What follows belongs to an exercise in optimizing a design on an open flow for a short achievable clock period and few clock cycles; a production flow would make more cautious choices.
The RTL was checked by simulation tests, not by an equivalence proof against the original design.
Power and IR drop assume default switching activity.

==> design/flow/design.v <==
`default_nettype none
package l1dPkg;
    localparam int wordBits = 32;                        
    localparam logic [2:0] opPut           = 3'd0;       
    localparam logic [2:0] opGet           = 3'd4;       
    localparam logic [2:0] opAccessAck     = 3'd0;       
    localparam logic [2:0] opAccessAckData = 3'd1;       
    localparam logic [3:0] sizeWord = 4'd2;              
    typedef enum logic [1:0] {
        stIdle       = 2'b00,                            
        stWriteBus   = 2'b01,                            
        stReadBus    = 2'b10,                            
        stWriteCache = 2'b11                             
    } ctrlState;
endpackage
`default_nettype wire
`default_nettype none
module l1dCacheArray #(
    parameter int indexBits = 4
) (
    input  wire                                      clk,
    input  wire                                      rst_n,
    input  wire  [indexBits-1:0]                     rdIndex,
    input  wire                                      wrEn,
    input  wire  [indexBits-1:0]                     wrIndex,
    input  wire  [l1dPkg::wordBits-indexBits-3:0]    wrTag,
    input  wire  [l1dPkg::wordBits-1:0]              wrData,
    input  wire                                      wrDirty,
    output logic [l1dPkg::wordBits-indexBits-3:0]    rdTag,
    output logic                                     rdValid,
    output logic                                     rdDirty,
    output logic [l1dPkg::wordBits-1:0]              rdData
);
    localparam int lines   = 1 << indexBits;
    localparam int tagBits = l1dPkg::wordBits - indexBits - 2;    
    logic [lines-1:0]                  validQ;           
    logic [lines-1:0]                  dirtyQ;           
    logic [tagBits-1:0]                tagMem  [lines];
    logic [l1dPkg::wordBits-1:0]       dataMem [lines];
    always_ff @(posedge clk or negedge rst_n)
    begin
        if (!rst_n)
        begin
            validQ <= '0;
            dirtyQ <= '0;
            rdValid <= 1'b0;
            rdDirty <= 1'b0;
        end
        else
        begin
            rdValid <= validQ[rdIndex];                  
            rdDirty <= dirtyQ[rdIndex];
            if (wrEn)
            begin
                validQ[wrIndex] <= 1'b1;                 
                dirtyQ[wrIndex] <= wrDirty;
            end
        end
    end
    always_ff @(posedge clk)
    begin
        rdTag  <= tagMem[rdIndex];
        rdData <= dataMem[rdIndex];
        if (wrEn)
        begin
            tagMem[wrIndex]  <= wrTag;
            dataMem[wrIndex] <= wrData;
        end
    end
endmodule
`default_nettype wire
`default_nettype none
module l1dControl #(
    parameter int indexBits = 4
) (
    input  wire                                      clk,
    input  wire                                      rst_n,
    input  wire                                      reqValid,
    input  wire                                      reqWrite,
    input  wire  [l1dPkg::wordBits-1:0]              reqAddr,
    input  wire  [l1dPkg::wordBits-1:0]              reqWdata,
    output logic                                     respValid,
    output logic [l1dPkg::wordBits-1:0]              respRdata,
    output logic                                     respError,
    output logic                                     busy,
    output logic [indexBits-1:0]                     rdIndex,
    output logic                                     wrEn,
    output logic [indexBits-1:0]                     wrIndex,
    output logic [l1dPkg::wordBits-indexBits-3:0]    wrTag,
    output logic [l1dPkg::wordBits-1:0]              wrData,
    output logic                                     wrDirty,
    input  wire  [l1dPkg::wordBits-indexBits-3:0]    rdTag,
    input  wire                                      rdValid,
    input  wire                                      rdDirty,
    input  wire  [l1dPkg::wordBits-1:0]              rdData,
    output l1dPkg::ctrlState                         state,
    output logic [l1dPkg::wordBits-1:0]              evictAddr,
    output logic [l1dPkg::wordBits-1:0]              evictData,
    input  wire                                      putDone,
    input  wire                                      getDone,
    input  wire                                      busFault,
    input  wire  [l1dPkg::wordBits-1:0]              fillData
);
    localparam int tagBits = l1dPkg::wordBits - indexBits - 2;
    logic                              lookupQ;          
    logic                              reqWriteQ;
    logic [l1dPkg::wordBits-1:0]       reqAddrQ;
    logic [l1dPkg::wordBits-1:0]       reqWdataQ;
    logic [indexBits-1:0]              reqIndex;
    logic [tagBits-1:0]                reqTag;
    logic                              accept;
    logic                              hit;
    assign reqIndex = reqAddrQ[indexBits+1:2];
    assign reqTag   = reqAddrQ[l1dPkg::wordBits-1:indexBits+2];
    assign busy   = lookupQ || (state != l1dPkg::stIdle) || respValid;
    assign accept = reqValid && !busy;
    assign hit    = rdValid && (rdTag == reqTag);
    assign rdIndex = busy ? reqIndex : reqAddr[indexBits+1:2];    
    assign evictAddr = (state == l1dPkg::stWriteBus) ? {rdTag, reqIndex, 2'b00}
                                                     : {reqAddrQ[l1dPkg::wordBits-1:2], 2'b00};
    assign evictData = rdData;                           
    always_comb
    begin
        wrEn    = 1'b0;
        wrIndex = reqIndex;
        wrTag   = reqTag;
        wrData  = reqWdataQ;
        wrDirty = 1'b1;
        if (lookupQ && hit && reqWriteQ)
        begin
            wrEn = 1'b1;                                 
        end
        else if (state == l1dPkg::stWriteCache)
        begin
            wrEn    = 1'b1;
            wrData  = reqWriteQ ? reqWdataQ : fillData;  
            wrDirty = reqWriteQ;
        end
    end
    always_ff @(posedge clk or negedge rst_n)
    begin
        if (!rst_n)
        begin
            state     <= l1dPkg::stIdle;
            lookupQ   <= 1'b0;
            respValid <= 1'b0;
            respError <= 1'b0;
        end
        else
        begin
            lookupQ   <= accept;
            respValid <= 1'b0;                           
            case (state)
                l1dPkg::stIdle:
                begin
                    if (lookupQ && hit)
                    begin
                        respValid <= 1'b1;
                        respError <= 1'b0;
                    end
                    else if (lookupQ && rdValid && rdDirty)
                        state <= l1dPkg::stWriteBus;     
                    else if (lookupQ)
                        state <= l1dPkg::stReadBus;      
                end
                l1dPkg::stWriteBus:
                begin
                    if (putDone && busFault)
                    begin
                        respValid <= 1'b1;
                        respError <= 1'b1;
                        state     <= l1dPkg::stIdle;
                    end
                    else if (putDone)
                        state <= l1dPkg::stReadBus;
                end
                l1dPkg::stReadBus:
                begin
                    if (getDone && busFault)
                    begin
                        respValid <= 1'b1;               
                        respError <= 1'b1;
                        state     <= l1dPkg::stIdle;
                    end
                    else if (getDone)
                        state <= l1dPkg::stWriteCache;
                end
                default:
                begin
                    respValid <= 1'b1;                   
                    respError <= 1'b0;
                    state     <= l1dPkg::stIdle;
                end
            endcase
        end
    end
    always_ff @(posedge clk)
    begin
        if (accept)
        begin
            reqWriteQ <= reqWrite;
            reqAddrQ  <= reqAddr;
            reqWdataQ <= reqWdata;
        end
        if (lookupQ && hit)
            respRdata <= reqWriteQ ? reqWdataQ : rdData;
        else if (state == l1dPkg::stWriteCache)
            respRdata <= wrData;
    end
endmodule
`default_nettype wire
`default_nettype none
module l1dBusPort #(
    parameter logic [4:0] sourceId = 5'd1
) (
    input  wire                                  clk,
    input  wire                                  rst_n,
    input  var   l1dPkg::ctrlState               state,
    input  wire  [l1dPkg::wordBits-1:0]          evictAddr,
    input  wire  [l1dPkg::wordBits-1:0]          evictData,
    output logic                                 aValid,
    input  wire                                  aReady,
    output logic [l1dPkg::wordBits-1:0]          aAddress,
    output logic [2:0]                           aOpcode,
    output logic [3:0]                           aSize,
    output logic [3:0]                           aMask,
    output logic [l1dPkg::wordBits-1:0]          aData,
    output logic [2:0]                           aParam,
    output logic [4:0]                           aSource,
    output logic                                 aCorrupt,
    input  wire                                  dValid,
    output logic                                 dReady,
    input  wire  [2:0]                           dOpcode,
    input  wire  [l1dPkg::wordBits-1:0]          dData,
    input  wire  [1:0]                           dParam,     
    input  wire  [1:0]                           dSink,      
    input  wire  [4:0]                           dSource,
    input  wire                                  dDenied,
    input  wire                                  dCorrupt,
    input  wire  [3:0]                           dSize,
    output logic                                 putDone,
    output logic                                 getDone,
    output logic                                 busFault,
    output logic [l1dPkg::wordBits-1:0]          fillData
);
    logic sent;                                          
    logic inBus;                                         
    logic beat;                                          
    logic idOk;                                          
    assign inBus = (state == l1dPkg::stWriteBus) || (state == l1dPkg::stReadBus);
    assign aValid   = inBus && !sent;
    assign aAddress = evictAddr;
    assign aOpcode  = (state == l1dPkg::stWriteBus) ? l1dPkg::opPut : l1dPkg::opGet;
    assign aSize    = l1dPkg::sizeWord;
    assign aMask    = 4'hf;                              
    assign aData    = evictData;
    assign aParam   = 3'd0;
    assign aSource  = sourceId;
    assign aCorrupt = 1'b0;                              
    assign dReady   = inBus && sent;
    assign beat     = dValid && dReady;
    assign idOk     = (dSource == sourceId) && (dSize == l1dPkg::sizeWord);
    assign putDone  = beat && idOk && (state == l1dPkg::stWriteBus)
                      && (dOpcode == l1dPkg::opAccessAck);
    assign getDone  = beat && idOk && (state == l1dPkg::stReadBus)
                      && (dOpcode == l1dPkg::opAccessAckData);
    assign busFault = (putDone || getDone) && (dDenied || dCorrupt);
    always_ff @(posedge clk or negedge rst_n)
    begin
        if (!rst_n)
            sent <= 1'b0;
        else if (!inBus || putDone || getDone)
            sent <= 1'b0;                                
        else if (aValid && aReady)
            sent <= 1'b1;
    end
    always_ff @(posedge clk)
    begin
        if (getDone)
            fillData <= dData;
    end
endmodule
`default_nettype wire
`default_nettype none
module l1dTop #(
    parameter int         indexBits = 4,
    parameter logic [4:0] sourceId  = 5'd1
) (
    input  wire                                  clk,
    input  wire                                  rst_n,
    input  wire                                  reqValid,
    input  wire                                  reqWrite,
    input  wire  [l1dPkg::wordBits-1:0]          reqAddr,
    input  wire  [l1dPkg::wordBits-1:0]          reqWdata,
    output logic                                 respValid,
    output logic [l1dPkg::wordBits-1:0]          respRdata,
    output logic                                 respError,
    output logic                                 busy,
    output logic                                 aValid,
    input  wire                                  aReady,
    output logic [l1dPkg::wordBits-1:0]          aAddress,
    output logic [2:0]                           aOpcode,
    output logic [3:0]                           aSize,
    output logic [3:0]                           aMask,
    output logic [l1dPkg::wordBits-1:0]          aData,
    output logic [2:0]                           aParam,
    output logic [4:0]                           aSource,
    output logic                                 aCorrupt,
    input  wire                                  dValid,
    output logic                                 dReady,
    input  wire  [2:0]                           dOpcode,
    input  wire  [l1dPkg::wordBits-1:0]          dData,
    input  wire  [1:0]                           dParam,
    input  wire  [4:0]                           dSource,
    input  wire  [1:0]                           dSink,
    input  wire                                  dDenied,
    input  wire                                  dCorrupt,
    input  wire  [3:0]                           dSize
);
    logic [indexBits-1:0]                        rdIndex;
    logic                                        wrEn;
    logic [indexBits-1:0]                        wrIndex;
    logic [l1dPkg::wordBits-indexBits-3:0]       wrTag;
    logic [l1dPkg::wordBits-1:0]                 wrData;
    logic                                        wrDirty;
    logic [l1dPkg::wordBits-indexBits-3:0]       rdTag;
    logic                                        rdValid;
    logic                                        rdDirty;
    logic [l1dPkg::wordBits-1:0]                 rdData;
    l1dPkg::ctrlState                            state;
    logic [l1dPkg::wordBits-1:0]                 evictAddr;
    logic [l1dPkg::wordBits-1:0]                 evictData;
    logic                                        putDone;
    logic                                        getDone;
    logic                                        busFault;
    logic [l1dPkg::wordBits-1:0]                 fillData;
    l1dCacheArray #(.indexBits(indexBits)) cacheArray (.*);
    l1dControl #(.indexBits(indexBits)) control (.*);
    l1dBusPort #(.sourceId(sourceId)) busPort (.*);
endmodule
`default_nettype wire
==> design/flow/run.sh <==
#!/bin/bash
# synth_recipe.tcl (not shown) runs the flow's synth.tcl, then flattens the netlist and writes it again
# the make line also repeats each setting of config.mk as NAME=value (left out here)
make -C /OpenROAD-flow-scripts/flow DESIGN_CONFIG=/design/flow/config.mk WORK_HOME=/design/flow/orfs CLKGATE_MAP_FILE= SYNTH_SCRIPT=/design/flow/synth_recipe.tcl finish
==> design/flow/config.mk <==
export PLATFORM = sky130hd
export DESIGN_NAME = l1dTop
export DESIGN_NICKNAME = l1dTop
export VERILOG_FILES = /design/flow/design.v
export SDC_FILE = /design/flow/constraint.sdc
export NUM_CORES = 4
export LEC_CHECK = 0
export CAP_MARGIN = 20
export CORE_MARGIN = 2
export CORE_UTILIZATION = 40
export SLEW_MARGIN = 20
==> design/flow/constraint.sdc <==
create_clock -name core_clock -period 4.5 [get_ports {clk}]
set_input_delay 0.9000 -clock core_clock [delete_from_list [all_inputs] [get_ports {clk}]]
set_output_delay 0.9000 -clock core_clock [all_outputs]
set_load 0.01 [all_outputs]
==> results.txt <==
registers in the layout, summed over array words and instances (netlist names), 2 cells and up:
register,count
control.respRdata,32
control.reqWdataQ,32
control.state,2
cacheArray.dataMem,512
control.reqAddrQ,30
cacheArray.rdTag,26
cacheArray.rdData,32
cacheArray.dirtyQ,16
busPort.fillData,32
cacheArray.validQ,16
cacheArray.tagMem,416
cells by family after synthesis:
| kind of cell | Yosys count | synth area share (%) |
|---|---|---|
| other | 2 | 0.0171 |
| buffers and inverters | 159 | 1.80 |
| DFF | 1153 | 76.8 |
| adders and majority gates | 9 | 0.256 |
| and+or+nand+nor | 212 | 2.74 |
| xor gates and xnor gates | 27 | 0.537 |
| muxes | 578 | 13.3 |
| AOI/OAI and AO/OA | 311 | 4.48 |
area by class of cell:
type / instances / area, sq um
antenna: 1 / 2.50
clock buffer: 158 / 3200
clock inverter: 64 / 741
fill: 9010 / 56300
inverter: 14 / 52.6
multi-input combinational: 1158 / 9690
sequential: 1153 / 33800
tap: 1414 / 1770
timing repair buffer: 302 / 3360
critical path: stages (launching register included):
cell and delay [ns]:
sky130_fd_sc_hd__edfxtp_1 0.65, sky130_fd_sc_hd__xor2_1 0.26, sky130_fd_sc_hd__nor4_1 0.55, sky130_fd_sc_hd__nand4_1 0.45, sky130_fd_sc_hd__o41ai_4 0.56, sky130_fd_sc_hd__nand2_1 0.36, sky130_fd_sc_hd__nor2_4 0.41, sky130_fd_sc_hd__buf_12 0.31
per-stage QoR:
step / worst slack (ns) / cells / util [%]
global route: 0.326 / 4263 / 48.3
CTS: 0.541 / 4262 / 48.3
detailed placement: 0.586 / 4040 / 44.7
floorplan: -0.473 / 2470 / -
finish: 0.522 / 4264 / 48.3
global placement: 0.621 / 4040 / 44.7
cell usage in the layout (no fill, tap or decap), drive strengths merged, types with 13 or more instances in the layout:
cell type and n:
o22ai 240, mux2i 516, nand3 13, dfxtp 58
conb 21, nor2 60, dfrtp 40, a21oi 36
edfxtp 1055, nand2b 15, inv 18, mux2 62
clkbuf 158, clkinv 38, buf 90, nand2 20
xor2 23, clkdlybuf4s50 212, or4 60, bufinv 15
how the worst min path moves through the flow:
stage | start | end | slack [ns] | cells past startpoint
global route | rst_n | cacheArray.validQ[5] | 0.06 | 1
global placement | cacheArray.validQ[0] | cacheArray.validQ[0] | 0.44 | 1
CTS | rst_n | cacheArray.validQ[5] | 0.34 | 1
floorplan | cacheArray.validQ[0] | cacheArray.validQ[0] | 0.43 | 1
detailed placement | cacheArray.validQ[14] | cacheArray.validQ[14] | 0.45 | 1
finish | rst_n | cacheArray.dirtyQ[12] | 0.06 | 1
per-layer routing:
metal  GRT usage [%]  vias to the layer above
li1                -                    10400
met1            26.4                    12100
met2            32.6                      801
met3            3.47                      181
met4            5.71                        2
met5               0                        -
power by group through the flow:
stage,sequential (W),combinational (W),clock (W)
4_1_cts,0.0138,0.00875,0.0101
3_3_place_gp,0.0140,0.00859,0
6_report,0.0138,0.00870,0.00986
3_5_place_dp,0.0140,0.00871,0
5_1_grt,0.0139,0.00925,0.0105
2_1_floorplan,0.0139,0.00540,0
==> results.txt <==
The total length of routed wires came out at 111000 um. Following the worst setup path forward leads to its endpoint at cacheArray.tagMem[7][15]. The placed cell area is 48700 sq um.

Of the available clock period, the critical path in the final layout requires between 80% and 90%. The relative area change from synthesis to final layout came out at 19.6%. The summed instance area of the synthesized netlist is 44000 sq um. The clock reaches the later pin of the worst-skew pair after 0.71 ns. The TritonCTS clock tree is built. The initial antenna violation count came out at 2. The flow ran to the end and the layout has no timing, DRC or antenna violations.

For this design the top-level I/O count stands at about 240. The HPWL reported at the end of detailed placement is 62900 um. At the worst endpoint, the required time is ~4.9 ns. The normalized max-slew margin came out at 38.6%. The post-cts resize count came out at 0. The ratio of cells with drive above 1 in the final layout is 12.8%. The switching power came out at 0.00961 W. The transition time at the pin with the least slew margin is 0.896 ns. Routed signal wires occupy layers up through met5. On the final layout, the worst clock skew is 0.0334 ns. The category of the worst setup path launch point is a register.

The part of the total power dissipated in the clock network came out at 30.5%. The count of final hold-check violations is 0. STA classifies the critical path endpoint as a register.

The combined global-route utilization of all metal layers came out at about a fifth. The count of hold buffers inserted by post-cts repair is 0. The commonest cells after synthesis are sky130_fd_sc_hd__edfxtp_1, sky130_fd_sc_hd__mux2i_1, sky130_fd_sc_hd__o22ai_1. The fraction of synthesis flops using an asynchronous set or reset pin is 3.47%.

The number of synthesized register bits is 1153. Total power for the finished layout comes to 0.0324 W. For this run the aggregate overflow at the end of global routing stands at 0. STA puts the critical path data arrival time at between 4 and 5 ns. The die height is 336 um. The min-delay analysis places its worst path in the category in2async. The number of buffers inserted by port buffering came out at 213. The power density normalized to cell area is about 600 nW/um^2. The number of nets in the finished design is 2874. The switching part of the total power is 29.7%. The accumulated negative setup slack came out at 0 ns. The highest net fanout along the worst path came out at 32. The detailed-routing iteration count for the pre-antenna-repair pass is 8.

The proportion of netlist area held by the largest area contributor is a little under three quarters. The highest ir drop seen on vdd is 365 uV. The starting utilization of the core area came out at 40.4%. The buffer levels on the longest clock path is 3.

In this run, the combinational gates consume 26.9% of the power. Measured along the x axis, the die boundary spans 336 um. The first global-routing pass estimated between 150000 and 200000 um of wire. The most common cell in the synthesized netlist is sky130_fd_sc_hd__edfxtp_1. After clock tree synthesis, the clock-pin slew on the worst setup and hold paths is 0.07 ns. In the post-synthesis netlist, the biggest area contributors are sky130_fd_sc_hd__edfxtp_1, sky130_fd_sc_hd__mux2i_1, sky130_fd_sc_hd__o22ai_1, sky130_fd_sc_hd__dfxtp_1, sky130_fd_sc_hd__dfrtp_1. The highest clock frequency the design can meet came out at 251 MHz. The cell sitting at the root of the clock tree is a sky130_fd_sc_hd__clkbuf_16. The internal power summed over all cells came out at roughly 0.023 W. In this run the remaining antenna-violating nets after routing total 0. The max-slew violation count came out at 0. The part of the Yosys area used for sequential elements came out at 76.8%. After synthesis, the mean cell area works out to 18.0 sq um.

Once the clock tree was built, the setup fixing pass inserted 0 buffers. The analysis attributes to cell leakage a power of 18.7 nW. The via count is 23500. The TritonCTS sink count is 1153. By startpoint and endpoint, the worst setup path is classified as reg2reg. The number of global-route vias before repair is 23800. The placeable core region came out at 109000 sq um. The biggest area consumer among synthesized cells is sky130_fd_sc_hd__edfxtp_1.

Buffers inserted during clock tree synthesis total 116. Dividing the detail-routed wire length by the instance count gives 26.0 um. The count of standard-cell rows came out at 121. The number of violations reported at the end of detailed-routing iteration 0 came out at 2050. The final worst hold slack is 0.0630 ns. The number of max-cap violations is 0. The final non-filler cell area is 52700 sq um.

The pin count of the biggest net entering global routing is 66. Among all flip-flop cells after synthesis, the most frequent one is sky130_fd_sc_hd__edfxtp_1. The post-route DRC violation count came out at 0.

The die footprint came out at 113000 sq um. The total setup violations reported at the end of the flow is 0. The number of H-tree branching levels is 3.

Setup repair after global routing left no endpoint under its margin. For the worst flop-to-flop path, the logic depth is 7. The gate count after technology mapping is between 2000 and 2500.

The number of different library cells in the post-synthesis netlist came out at 52. Yosys printed 3 warnings. The startpoint identified for the worst register-to-register timing path is control.reqAddrQ[8].

The final RePlAce weighted congestion came out at 0.794. The met1 wire length came out at 47100 um. The met2 wirelength from detailed routing came out at 54000 um. The worst reg-to-reg setup slack came out at 0.52 ns. Sequential cells burn 42.7% of the power.

Tracing the worst setup path back leads to its startpoint at control.reqAddrQ[8]. The routed length on met3 is 7100 um. The minimum clock period came out at 3.98 ns. The number of vias per cell after detailed routing came out at approximately 5.5.

In this run the critical register-to-register path is captured at cacheArray.tagMem[7][15]. The number of synthesized flops with an enable pin came out at 1055.
Testbench counts, summed over its fixed seeds: cycles 23,977.

==> re-timing with driven ports <==
How much do the figures lean on ideal ports? The routed layout below was timed once more, with nothing changed but the port constraints.
Step 1, drivers: a clkbuf_16 drives clk and a buf_2 each remaining input, both assumed.
Step 2 adds t to the input delays and takes it off the output delays; t is the mean of the earliest and latest rising clock arrival at the registers after step 1. Input paths then give back, and output paths get back, about the clock's delay inside the block.
Slacks: ideal / step 1 / step 2; pairs: ideal / step 1.
t, ns: 0.770
setup slack, ns: 0.522 / 0.522 / 0.522
worst register clock-pin slew, ns: 0.07 / 0.07
cell pins on the clock port's net: 1
After both steps setup and hold are still met in this run. The setup slack of this run moves by 0.000 ns with the drivers and by 0.000 ns with both steps.
